Background: an optimization exercise with open tools, aiming at small area, a short achievable clock period and few clock cycles per item. Do not read the settings as production practice.
No activity file was given, so power comes from the tool's default toggle rates.

==> flow/design.v <==
module fft_pingpong_mem
(
  input  logic        clk,
  input  logic        we,
  input  logic [7:0]  wr_hi,
  input  logic [7:0]  wr_lo,
  input  logic [19:0] wr_data,
  input  logic [7:0]  rd_hi,
  input  logic [7:0]  rd_lo,
  output logic [19:0] rd_data
);
  logic [19:0] mem [64];
  logic [19:0] grp [8];
  always_ff @(posedge clk) begin
    for (int k = 0; k < 64; k++)
      if (we && wr_hi[k/8] && wr_lo[k%8])
        mem[k] <= wr_data;
  end
  always_comb begin
    for (int g = 0; g < 8; g++) begin
      grp[g] = '0;
      for (int l = 0; l < 8; l++)
        grp[g] = grp[g] | (mem[8*g+l] & {20{rd_lo[l]}});
    end
    rd_data = '0;
    for (int g = 0; g < 8; g++)
      rd_data = rd_data | (grp[g] & {20{rd_hi[g]}});
  end
endmodule
module fft_bitrev_buf
(
  input  logic clk,
  input  logic rst,
  input  logic din_vld,
  input  logic din_last,
  input  logic [9:0] din_re,
  input  logic [9:0] din_im,
  input  logic dout_rdy,
  output logic din_rdy,
  output logic dout_vld,
  output logic dout_last,
  output logic [5:0] dout_idx,
  output logic [9:0] dout_re,
  output logic [9:0] dout_im,
  output logic err_frame
);
  function automatic logic [5:0] bitrev(input logic [5:0] v);
    logic [5:0] r;
    for (int i = 0; i < 6; i++)
      r[i] = v[5-i];
    bitrev = r;
  endfunction
  function automatic logic [7:0] onehot3(input logic [2:0] v);
    onehot3 = 8'd1 << v;
  endfunction
  function automatic logic [5:0] rd_slot(input logic p, input logic [5:0] c);
    rd_slot = p ? c : bitrev(c);
  endfunction
  logic [19:0] in_data;     
  logic        in_vld;
  logic [5:0]  wr_cnt;      
  logic        wr_par;      
  logic        free_q;      
  logic        rdy_q;       
  logic        in_free;     
  logic [5:0]  rd_cnt;      
  logic        rd_par;      
  logic [7:0]  rd_hi;       
  logic [7:0]  rd_lo;       
  logic [1:0]  n_full;      
  logic        vld_q;
  logic [19:0] out_data;
  logic [5:0]  out_idx;
  logic        out_last;
  logic        acc;
  logic        acc_wrap;
  logic        we;
  logic        wr_wrap;
  logic        ld;
  logic        ld_wrap;
  logic [19:0] rd_data;
  logic [7:0]  wr_hi;       
  logic [7:0]  wr_lo;       
  logic [5:0]  slot_w;
  logic [5:0]  wr_cnt_n;
  logic        wr_par_n;
  logic [5:0]  rd_cnt_i;    
  logic        rd_par_i;
  logic [5:0]  slot_i;
  logic [6:0]  occ;         
  logic [6:0]  occ_h;       
  logic [6:0]  occ_l;       
  logic        free_n;
  logic        in_vld_n;
  assign din_rdy  = rdy_q;
  assign dout_vld = vld_q;
  assign in_free  = !in_vld | free_q;
  assign acc      = din_vld & in_free;
  assign acc_wrap = in_vld ? (wr_cnt == 6'd62) : (wr_cnt == 6'd63);
  assign we       = in_vld & free_q;
  assign wr_wrap  = (wr_cnt == 6'd63);
  assign ld       = (!vld_q | dout_rdy) & ((n_full != 2'd0) | (acc & acc_wrap));
  assign ld_wrap  = (rd_cnt == 6'd63);
  fft_pingpong_mem u_mem (
    .clk     (clk),
    .we      (free_q),
    .wr_hi   (wr_hi),
    .wr_lo   (wr_lo),
    .wr_data (in_data),
    .rd_hi   (rd_hi),
    .rd_lo   (rd_lo),
    .rd_data (rd_data)
  );
  always_comb begin
    wr_cnt_n = we ? wr_cnt + 6'd1 : wr_cnt;
    wr_par_n = (we & wr_wrap) ? ~wr_par : wr_par;
    slot_w   = wr_par_n ? bitrev(wr_cnt_n) : wr_cnt_n;
    rd_cnt_i = rd_cnt + 6'd1;
    rd_par_i = ld_wrap ? ~rd_par : rd_par;
    slot_i   = rd_slot(rd_par_i, rd_cnt_i);
    free_n   = ld || !((occ == 7'd64) || (we && (occ == 7'd63)));
    occ_h    = we ? occ + 7'd1 : occ;
    occ_l    = we ? occ : occ - 7'd1;
    in_vld_n = in_free ? din_vld : in_vld;
  end
  always_ff @(posedge clk) begin
    if (rst) begin
      in_vld    <= 1'b0;
      wr_cnt    <= '0;
      wr_par    <= 1'b0;
      wr_hi     <= 8'd1;
      wr_lo     <= 8'd1;
      free_q    <= 1'b1;
      occ       <= '0;
      rdy_q     <= 1'b1;
      rd_cnt    <= '0;
      rd_par    <= 1'b0;
      rd_hi     <= 8'd1;
      rd_lo     <= 8'd1;
      n_full    <= '0;
      vld_q     <= 1'b0;
      err_frame <= 1'b0;
    end else begin
      in_vld  <= in_vld_n;
      wr_cnt  <= wr_cnt_n;
      wr_par  <= wr_par_n;
      wr_hi   <= onehot3(slot_w[5:3]);
      wr_lo   <= onehot3(slot_w[2:0]);
      free_q  <= free_n;
      occ     <= ld ? occ_l : occ_h;
      rdy_q   <= !in_vld_n || free_n;
      if (ld) begin
        rd_cnt <= rd_cnt_i;
        rd_par <= rd_par_i;
        rd_hi  <= onehot3(slot_i[5:3]);
        rd_lo  <= onehot3(slot_i[2:0]);
      end
      n_full  <= n_full + 2'((acc & acc_wrap)) - 2'((ld & ld_wrap));
      if (acc && (din_last != acc_wrap))
        err_frame <= 1'b1;
      if (ld)
        vld_q <= 1'b1;
      else if (dout_rdy)
        vld_q <= 1'b0;
    end
  end
  always_ff @(posedge clk) begin
    if (in_free)
      in_data <= {din_re, din_im};
  end
  always_ff @(posedge clk) begin
    if (rst) begin
      out_data <= '0;
      out_idx  <= '0;
      out_last <= 1'b0;
    end else if (ld) begin
      out_data <= rd_data;
      out_idx  <= bitrev(rd_cnt);
      out_last <= ld_wrap;
    end else if (dout_rdy) begin
      out_data <= '0;
      out_idx  <= '0;
      out_last <= 1'b0;
    end
  end
  assign dout_re   = out_data[19:10];
  assign dout_im   = out_data[9:0];
  assign dout_idx  = out_idx;
  assign dout_last = out_last;
endmodule
Settings: LEC_CHECK=0, CAP_MARGIN=20, CORE_MARGIN=2, CORE_UTILIZATION=55, CTS_BUF_LIST=sky130_fd_sc_hd__clkbuf_16, CTS_CLUSTER_DIAMETER=80, CTS_CLUSTER_SIZE=25, SETUP_SLACK_MARGIN=4.0, SLEW_MARGIN=20; clock period 6.5 ns.
run.sh (not shown) runs the stock make flow with config.mk's settings and CLKGATE_MAP_FILE= SYNTH_SCRIPT=/design/flow/synth_recipe.tcl, a recipe that flattens the netlist after the stock synthesis.
Change:
--- a/flow/design.v
+++ b/flow/design.v
@@ -88,8 +88,11 @@
   logic        rd_par_i;
   logic [5:0]  slot_i;
   logic [6:0]  occ;         
+  logic [6:0]  occ_m;       
   logic [6:0]  occ_h;       
   logic [6:0]  occ_l;       
+  logic [6:0]  occ_mh;      
+  logic [6:0]  occ_ml;
   logic        free_n;
   logic        in_vld_n;
   assign din_rdy  = rdy_q;
@@ -120,7 +123,9 @@
     slot_i   = rd_slot(rd_par_i, rd_cnt_i);
     free_n   = ld || !((occ == 7'd64) || (we && (occ == 7'd63)));
     occ_h    = we ? occ + 7'd1 : occ;
-    occ_l    = we ? occ : occ - 7'd1;
+    occ_l    = we ? occ : occ_m;
+    occ_mh   = we ? occ : occ_m;
+    occ_ml   = we ? occ_m : occ_m - 7'd1;
     in_vld_n = in_free ? din_vld : in_vld;
   end
   always_ff @(posedge clk) begin
@@ -132,6 +137,7 @@
       wr_lo     <= 8'd1;
       free_q    <= 1'b1;
       occ       <= '0;
+      occ_m     <= 7'h7f;
       rdy_q     <= 1'b1;
       rd_cnt    <= '0;
       rd_par    <= 1'b0;
@@ -148,6 +154,7 @@
       wr_lo   <= onehot3(slot_w[2:0]);
       free_q  <= free_n;
       occ     <= ld ? occ_l : occ_h;
+      occ_m   <= ld ? occ_ml : occ_mh;
       rdy_q   <= !in_vld_n || free_n;
       if (ld) begin
         rd_cnt <= rd_cnt_i;
After rerunning: The changed run finished with timing, DRC and antenna clean. Worst setup slack gains 160 ps. Wire length barely changes. Core utilization went up by 0.33 points. Final area went up by 1.2%. Via count went up by 1.5%. Critical path depth went down by 1. Clock power went up by about 4%. Total power went up by 2.2%.
No run of this note included a check of the RTL's function; only the layout flow was run.

## static timing again, ports no longer ideal
No port has a modelled driver above. Below, the same layouts with a new extraction and two added sets of constraints. Step 1 (the two cells are an assumption about what drives the block):
set clk [get_ports {clk}]
set_driving_cell -lib_cell sky130_fd_sc_hd__clkbuf_16 $clk
set_driving_cell -lib_cell sky130_fd_sc_hd__buf_2 [delete_from_list [all_inputs] $clk]
Step 2 moves the port delays by t, midway between the first and last clock arrival at a register: inputs arrive t later, outputs are due t later. That takes back most of the time a late clock gives input paths. a / b / c = no drivers / after step 1 / after step 2; a / b = the first two.
run	t, ns	setup slack, ns	worst setup path after step 2
the first run	0.717	3.832 / 3.856 / 3.139	input to register
the second run	0.718	3.994 / 3.973 / 3.272	input to register
After both steps setup and hold are still met in every run listed. For the second run, which loses most, drivers alone change the setup slack by -0.021 ns; drivers and shift together by -0.722 ns.
